From an optimization exercise on the open Yosys and OpenROAD flow, aimed at small area, a short achievable clock period and few clock cycles per item; shortcuts taken in it are not production practice. Where RTL was checked, it was by simulation tests only, not by an equivalence proof against the original. Power figures rest on the tool's default switching activity, not on a simulated workload.

// rsa_modexp
module rsa_modexp (
    input  logic        clk,
    input  logic        rst_n,
    input  logic        start,
    input  logic        mode,
    input  logic [63:0] msg,
    input  logic [63:0] exp,
    input  logic [63:0] modulus,
    output logic [63:0] result,
    output logic        busy,
    output logic        done
);
    localparam int DPC = 2;                           
    localparam int D   = DPC * ((34 + DPC - 1) / DPC);  
    localparam int NC  = D / DPC;                     
    localparam int W   = 66;                          
    localparam int WA  = 67;                          
    localparam int XB  = 2 * DPC + 1;                 
    logic s_r2f;      
    logic s_idle, s_init, s_r2, s_r2fix, s_mul, s_cpa, s_fix1, s_fsub, s_ffix, s_done;
    logic o_conv, o_sq, o_mul, o_fc, o_m1;
    logic        mode_q;
    logic [7:0]  cnt;
    logic [5:0]  k;         
    logic [63:0] e_q;       
    logic [63:0] n_q;       
    logic [65:0] n3_q;      
    logic [W-1:0] c_q;      
    logic [64:0] m_q;       
    logic [WA-1:0] s_q;     
    logic [WA-1:0] k_q;     
    logic          cl_q;    
    logic [DPC-1:0] oc_q, tc_q, om_q, tm_q, o1_q, t1_q, ng_q;
    logic [WA:0]  c_x;      
    logic [WA:0]  m_x;
    assign c_x = {c_q[W-1], c_q, 1'b0};
    assign m_x = {2'b00, m_q, 1'b0};
    logic [DPC-1:0][WA-1:0] p_a;
    genvar j, i;
    generate
        for (j = 0; j < DPC; j++) begin : g_row
            for (i = 0; i < WA; i++) begin : g_bit
                logic mag;
                if (i == 0) begin : g_b0
                    assign mag = (oc_q[j] & c_x[1]) | (om_q[j] & m_x[1]) | o1_q[j];
                end else if (i == 1) begin : g_b1
                    assign mag = (oc_q[j] & c_x[2]) | (tc_q[j] & c_x[1])
                               | (om_q[j] & m_x[2]) | (tm_q[j] & m_x[1]) | t1_q[j];
                end else begin : g_bn
                    assign mag = (oc_q[j] & c_x[i+1]) | (tc_q[j] & c_x[i])
                               | (om_q[j] & m_x[i+1]) | (tm_q[j] & m_x[i]);
                end
                assign p_a[j][i] = mag ^ ng_q[j] ^ (i == WA - 1);
            end
        end
    endgenerate
    logic [3:0] py_q;       
    logic [3:0] ni_q;       
    logic [3:0] vq, qq;
    logic [3:0] v_s, v_c;
    assign v_s = s_q[3:0] ^ k_q[3:0] ^ py_q;
  ...
Settings: LEC_CHECK=0, ABC_AREA=1, CAP_MARGIN=20, CORE_MARGIN=2, CORE_UTILIZATION=55, SETUP_SLACK_MARGIN=4.5, SLEW_MARGIN=20, TNS_END_PERCENT=10; clock period 8.0 ns.
run.sh (not shown) runs the stock make flow with config.mk's settings and CLKGATE_MAP_FILE= SYNTH_SCRIPT=/design/flow/synth_recipe.tcl, a recipe that flattens the netlist after the stock synthesis.
The baseline completed with no timing, DRC or antenna violations.
Testbench counts at the start, summed over its fixed seeds: cycles 233,850, ops 192.
==> next run, changes <==
Settings changed: CORE_UTILIZATION 55 to 45, SETUP_SLACK_MARGIN 4.5 to 4.2, TNS_END_PERCENT 10 to 5.
Outcome:
- The new run finished with timing, DRC and antenna clean
- core utilization goes down by 14 points
- register-to-register slack hardly moves
- count of clock-buffer cells in the layout goes up by 2
- first-iteration DRC count goes down by 11%
- via count goes down by 4.5%
==> next run, changes <==
Settings changed: CORE_UTILIZATION 45 to 55, CTS_CLUSTER_DIAMETER set to 80, CTS_CLUSTER_SIZE set to 30, SETUP_SLACK_MARGIN 4.2 to 4.5, TNS_END_PERCENT 5 to 10.
The new run passed the timing, DRC and antenna checks.
Setup slack gets worse by 0.14 ns.
Clock skew increases by 0.011 ns.
Clock-buffer cell count drops by 41.
Power fell by 6.9%.
Cell count shrinks by 2.5%.
Synthesized cell count does not change.
Routed wire length grows by 6.2%.
Maximum frequency goes down by 3.2%.
First-iteration DRC count grows by 23%.
==> next run, changes <==
Settings changed: CORE_UTILIZATION 55 to 50, CTS_CLUSTER_DIAMETER 80 to unset, CTS_CLUSTER_SIZE 30 to unset, SETUP_SLACK_MARGIN 4.5 to 4.0.
Outcome: Power goes up by 7.0%. First-iteration DRC count goes down by about 18%. Core utilization goes down by 8.2 points.
==> next run, changes <==
Settings changed: ABC_AREA 1 to unset, CORE_UTILIZATION 50 to 55, SETUP_SLACK_MARGIN 4.0 to 4.5.
The changed run completed without violations; clock power came out lower by a little under a tenth; sequential cell count is unchanged; hold slack is better by 0.0071 ns; area after synthesis came out higher slightly; via count came out lower by a few percent; cell area came out higher slightly; register-to-register slack is worse by 0.13 ns; fmax came out lower by a few percent.

---

rsa_modexp, a different RTL version from the one above (not shown whole).
For scale: ~5,700 cells after synthesis, ~43,000 µm² of cells after synthesis.
==> flow/design.v (excerpt) <==
module rsa_modexp (
    input  logic        clk,
    input  logic        rst_n,
    input  logic        start,
    input  logic        mode,
    input  logic [63:0] msg,
    input  logic [63:0] exp,
    input  logic [63:0] modulus,
    output logic [63:0] result,
    output logic        busy,
    output logic        done
);
    localparam int DPC = 2;                           
    localparam int D   = DPC * ((34 + DPC - 1) / DPC);  
    localparam int NC  = D / DPC + 1;                 
    localparam int W   = 66;                          
    localparam int WA  = 70;                          
    localparam int WP  = 67;                          
    localparam int XB  = 2 * DPC + 1;                 
    logic s_r2f;      
    logic s_idle, s_init, s_r2, s_r2fix, s_mul, s_cpa, s_fix1, s_fsub, s_ffix, s_done;
    logic o_conv, o_sq, o_mul, o_fc, o_m1;
    logic        mode_q;
    logic [7:0]  cnt;
    logic [5:0]  k;         
    logic [63:0] e_q;       
    logic [63:0] n_q;       
    logic [65:0] n3_q;      
    logic [W-1:0] c_q;      
    logic [64:0] m_q;       
    logic [WA-1:0] s_q;     
    logic [WA-1:0] k_q;     
    logic          cl_q;    
    logic [DPC-1:0] oc_q, tc_q, om_q, tm_q, o1_q, t1_q, ng_q;
    logic [WP:0]  c_x;      
    logic [WP:0]  m_x;
    assign c_x = {c_q[W-1], c_q, 1'b0};
    assign m_x = {2'b00, m_q, 1'b0};
    logic [DPC-1:0][WP-1:0] p_a;
    genvar j, i;
    generate
        for (j = 0; j < DPC; j++) begin : g_row
            for (i = 0; i < WP; i++) begin : g_bit
                logic mag;
                if (i == 0) begin : g_b0
                    assign mag = (oc_q[j] & c_x[1]) | (om_q[j] & m_x[1]) | o1_q[j];
                end else if (i == 1) begin : g_b1
                    assign mag = (oc_q[j] & c_x[2]) | (tc_q[j] & c_x[1])
                               | (om_q[j] & m_x[2]) | (tm_q[j] & m_x[1]) | t1_q[j];
                end else begin : g_bn
  ...
make LEC_CHECK=0 ABC_AREA=1 CAP_MARGIN=20 CORE_MARGIN=2 CORE_UTILIZATION=55 SETUP_SLACK_MARGIN=4.5 SLEW_MARGIN=20 TNS_END_PERCENT=10 finish   # period 8.0 ns
Edit:
--- a/flow/config.mk
+++ b/flow/config.mk
@@ -9,6 +9,6 @@
 export CAP_MARGIN = 20
 export CORE_MARGIN = 2
-export CORE_UTILIZATION = 55
-export SETUP_SLACK_MARGIN = 4.5
+export CORE_UTILIZATION = 50
+export SETUP_SLACK_MARGIN = 4.2
 export SLEW_MARGIN = 20
 export TNS_END_PERCENT = 10
Outcome: The new run passed the timing, DRC and antenna checks; cell count came out higher by about 1%; maximum frequency came out lower by about 1.8%; clock-buffer cell count came out lower by 18; design area came out lower by about 1.9%; setup slack is worse by 0.071 ns; routed wire length came out lower by 0.90%; power came out lower by about 1.9%; worst hold slack hardly moves.
No functional check of the RTL was part of any run of this note.

---

The RTL this note starts from:
==> flow/design.v <==
package rsa_pkg;
    typedef logic [64-1:0] rsa_word_t;
    typedef struct packed {
        logic      mode;
        rsa_word_t msg;
        rsa_word_t exp;
        rsa_word_t modulus;
    } rsa_req_t;
    typedef struct packed {
        rsa_word_t x;
        rsa_word_t y;
    } mont_op_t;
endpackage
`timescale 1ns/1ps
module rsa_modexp (
    input  logic        clk,
    input  logic        rst_n,
    input  logic        start,
    input  logic        mode,
    input  logic [63:0] msg,
    input  logic [63:0] exp,
    input  logic [63:0] modulus,
    output logic [63:0] result,
    output logic        busy,
    output logic        done
);
    localparam int L  = 2;                       
    localparam int T  = L * ((66 + L - 1) / L);  
    localparam int NC = T / L;                   
    localparam int W  = 66;                      
    typedef enum logic [2:0] {
        st_idle, st_r2, st_mul, st_cpa, st_final, st_done
    } state_t;
    typedef enum logic [2:0] {
        op_conv, op_sq, op_mul, op_fc, op_m1
    } op_t;
    state_t      state;
    op_t         op;
    logic        mode_q;
    logic [7:0]  cnt;
    logic [5:0]  k;         
    logic [63:0] e_q;       
    logic [63:0] n_q;       
    logic [64:0] c_q;       
    logic [64:0] m_q;       
    logic [64:0] x_q;       
    logic [W-1:0] s_q;      
    logic [W-1:0] k_q;      
    logic [64:0] y;
    always_comb begin
        if (op == op_mul || op == op_m1) y = m_q;
        else if (op == op_fc)            y = 65'd1;
        else                             y = c_q;
    end
    logic [L:0][W-1:0] s_a;
    logic [L:0][W-1:0] c_a;
    assign s_a[0] = s_q;
    assign c_a[0] = k_q;
    genvar j;
    generate
        for (j = 0; j < L; j++) begin : g_it
            logic [W-1:0] xy;
            logic [W-1:0] s1, c1;
            logic         q;
            logic [W:0]   a2, b2, d2, s2, c2;
            assign xy = x_q[j] ? {1'b0, y} : '0;
            assign s1 = s_a[j] ^ c_a[j] ^ xy;
            assign c1 = (s_a[j] & c_a[j]) | (s_a[j] & xy) | (c_a[j] & xy);
            assign q  = s1[0];
            assign a2 = {1'b0, s1};
            assign b2 = {c1, 1'b0};
            assign d2 = q ? {3'b000, n_q} : '0;
            assign s2 = a2 ^ b2 ^ d2;
            assign c2 = (a2 & b2) | (a2 & d2) | (b2 & d2);
            assign s_a[j+1] = s2[W:1];
            assign c_a[j+1] = c2[W-1:0];
        end
    endgenerate
    logic         cpa_mul;
    logic [W-1:0] add_a, add_b, add_s;
    logic         add_neg;
    logic [64:0]  wb;
    assign cpa_mul = (state == st_cpa);
    always_comb begin
        if (cpa_mul) begin
            add_a = s_q;
            add_b = k_q;
        end else begin
            add_a = (state == st_r2) ? {c_q, 1'b0} : {1'b0, c_q};
            add_b = ~{2'b00, n_q};
        end
    end
    assign add_s   = add_a + add_b + {{(W-1){1'b0}}, !cpa_mul};
    assign add_neg = add_s[W-1];
    assign wb      = (!cpa_mul && add_neg) ? add_a[64:0] : add_s[64:0];
    logic accept;
    assign accept = (state == st_idle) && start;
    always_ff @(posedge clk) begin
        if (!rst_n) begin
            state <= st_idle;
        end else begin
            case (state)
                st_idle:  if (start) state <= st_r2;
                st_r2:    if (cnt == 8'd0) state <= st_mul;
                st_mul:   if (cnt == 8'd0) state <= st_cpa;
                st_cpa: begin
                    if (op == op_fc || op == op_m1) state <= st_final;
                    else state <= st_mul;
                end
                st_final: state <= st_done;
                default:  state <= st_idle;
            endcase
            if (state == st_r2 && cnt == 8'd0 && !mode_q && !e_q[63])
                state <= st_final;    
        end
    end
    always_ff @(posedge clk) begin
        case (state)
            st_idle: begin
                mode_q <= mode;
                n_q    <= modulus;
                e_q    <= exp;
                m_q    <= {1'b0, exp};
                x_q    <= {1'b0, msg};
                k      <= 6'd63;
                op     <= op_conv;
                cnt    <= modulus[63] ? 8'(2 * T - 64) : 8'(2 * T - 1);
            end
            st_r2: begin
                cnt <= (cnt == 8'd0) ? 8'(NC - 1) : cnt - 8'd1;
                if (!e_q[63] && k != 6'd0) begin
                    e_q <= e_q << 1;
                    k   <= k - 6'd1;
                end
            end
            st_mul: begin
                cnt <= cnt - 8'd1;
                x_q <= x_q >> L;
            end
            st_cpa: begin
                cnt <= 8'(NC - 1);
                x_q <= wb;
                case (op)
                    op_conv: begin
                        if (mode_q) begin
                            op <= op_m1;
                        end else begin
                            m_q <= wb;
                            e_q <= e_q << 1;
                            op  <= (k == 6'd0) ? op_fc : op_sq;
                        end
                    end
                    op_sq: begin
                        if (e_q[63]) begin
                            op <= op_mul;
                        end else begin
                            e_q <= e_q << 1;
                            k   <= k - 6'd1;
                            op  <= (k == 6'd1) ? op_fc : op_sq;
                        end
                    end
                    op_mul: begin
                        e_q <= e_q << 1;
                        k   <= k - 6'd1;
                        op  <= (k == 6'd1) ? op_fc : op_sq;
                    end
                    default: ;
                endcase
            end
            default: ;
        endcase
    end
    always_ff @(posedge clk) begin
        if (accept) begin
            c_q <= modulus[63] ? {1'b0, 1'b1, 63'd0} : 65'd1;
        end else if (state == st_r2 && cnt == 8'd0 && !mode_q && !e_q[63]) begin
            c_q <= 65'd1;
        end else if (state == st_r2 || state == st_cpa || state == st_final) begin
            c_q <= wb;
        end
    end
    always_ff @(posedge clk) begin
        if (state == st_mul) begin
            s_q <= s_a[L];
            k_q <= c_a[L];
        end else begin
            s_q <= '0;
            k_q <= '0;
        end
    end
    assign result = c_q[63:0];
    assign busy   = (state != st_idle);
    assign done   = (state == st_done);
endmodule
Settings: LEC_CHECK=0, CAP_MARGIN=20, CORE_MARGIN=2, CORE_UTILIZATION=40, SLEW_MARGIN=20; clock period 8.0 ns.
The first run finished with timing, DRC and antenna clean.
Testbench counts at the start, summed over its fixed seeds: cycles 434,506, ops 192.
Next try:
- SETUP_SLACK_MARGIN: unset -> 3
Non-clock buffer count went up by 18; wire length went up by 2.9%; clock skew is about the same; global-route usage went up by 0.60 points; first-iteration DRC count went up by 12%; final area went up by 1.9%; fmax went up by 35%; clock power went up by about 6%; total power went up by 3.5%; die area does not change.

---

== exp/onyx ==
RTL: one of the versions met above, not the one the previous note started from.
Size: roughly 4100 cells after synthesis, roughly 520 flip-flops, about 260 I/O pins, about 40000 um2 of cells after synthesis.
make LEC_CHECK=0 CAP_MARGIN=20 CORE_MARGIN=2 CORE_UTILIZATION=40 SETUP_SLACK_MARGIN=5 SLEW_MARGIN=20 TNS_END_PERCENT=5 finish   # period 8.0 ns
Testbench counts of exp/onyx, summed over its fixed seeds: cycles 233,850, ops 192.
The following lists how exp/indigo was set up differently from exp/onyx:
Settings: changing TNS_END_PERCENT from 5 to 10; changing CORE_UTILIZATION from 40 to 50; changing SETUP_SLACK_MARGIN from 5 to 4.2; setting ABC_AREA to 1 for the first time.
[summary]
- ~same area share of buffers outside the clock network in exp/indigo and exp/onyx
- exp/onyx reports its largest power group as sequential cells while exp/indigo reports combinational cells.
- Re worst hold margin: exp/indigo and exp/onyx aren't equal, and the lower value belongs to exp/indigo.
- Of exp/indigo and exp/onyx, exp/indigo shows the higher core utilization, with exp/onyx below it.
- When the final numbers for exp/indigo and exp/onyx were put side by side, the area added between synthesis and finish turned out to be smaller in exp/onyx.
- Looking at overall power of the completed layout, exp/indigo sits 5.8% above exp/onyx.
- exp/indigo vs. exp/onyx: critical path depth went down by 1.
- exp/indigo reports its end point of the critical path as cl_q while exp/onyx reports s_q[23].

==> separate check: timing with driven ports <==
How much do the figures lean on ideal ports? The routed layouts below were timed once more, with nothing changed but the port constraints.
Step 1 (the two cells are an assumption about what drives the block):
set clk [get_ports {clk}]
set_driving_cell -lib_cell sky130_fd_sc_hd__clkbuf_16 $clk
set_driving_cell -lib_cell sky130_fd_sc_hd__buf_2 [delete_from_list [all_inputs] $clk]
Step 2 also shifts input and output timing later by t, the mid clock arrival at the registers, as if the neighbouring blocks saw the same clock.
Three values: no drivers, after step 1, after step 2; two values: the first two.
run	shift t [ns]	setup WS [ns]	hold slack, ns	worst register clock-pin slew, ns
the first run of note 1	0.716	3.740 / 3.740 / 3.740	0.463 / 0.463 / 0.463	0.06 / 0.06
the second run of note 1	0.706	3.744 / 3.744 / 3.744	0.464 / 0.464 / 0.464	0.06 / 0.06
the third run of note 1	0.678	3.601 / 3.601 / 3.601	0.474 / 0.474 / 0.474	0.10 / 0.10
the fourth run of note 1	0.688	3.818 / 3.818 / 3.818	0.468 / 0.468 / 0.468	0.06 / 0.06
the fifth run of note 1	0.728	3.690 / 3.690 / 3.690	0.475 / 0.475 / 0.475	0.07 / 0.07
the first run of note 2	0.740	4.095 / 4.095 / 4.095	0.429 / 0.429 / 0.429	0.08 / 0.08
the second run of note 2	0.757	4.024 / 4.024 / 4.024	0.432 / 0.432 / 0.432	0.07 / 0.07
the first run of note 3	0.682	1.529 / 1.529 / 1.529	0.533 / 0.533 / 0.533	0.07 / 0.07
the second run of note 3	0.680	3.194 / 3.150 / 3.194	0.528 / 0.528 / 0.528	0.07 / 0.07
exp/onyx	0.707	3.626 / 3.626 / 3.626	0.478 / 0.478 / 0.478	0.07 / 0.07
exp/indigo	0.702	3.775 / 3.775 / 3.775	0.453 / 0.453 / 0.453	0.07 / 0.07
After both steps setup and hold are still met in every run listed.
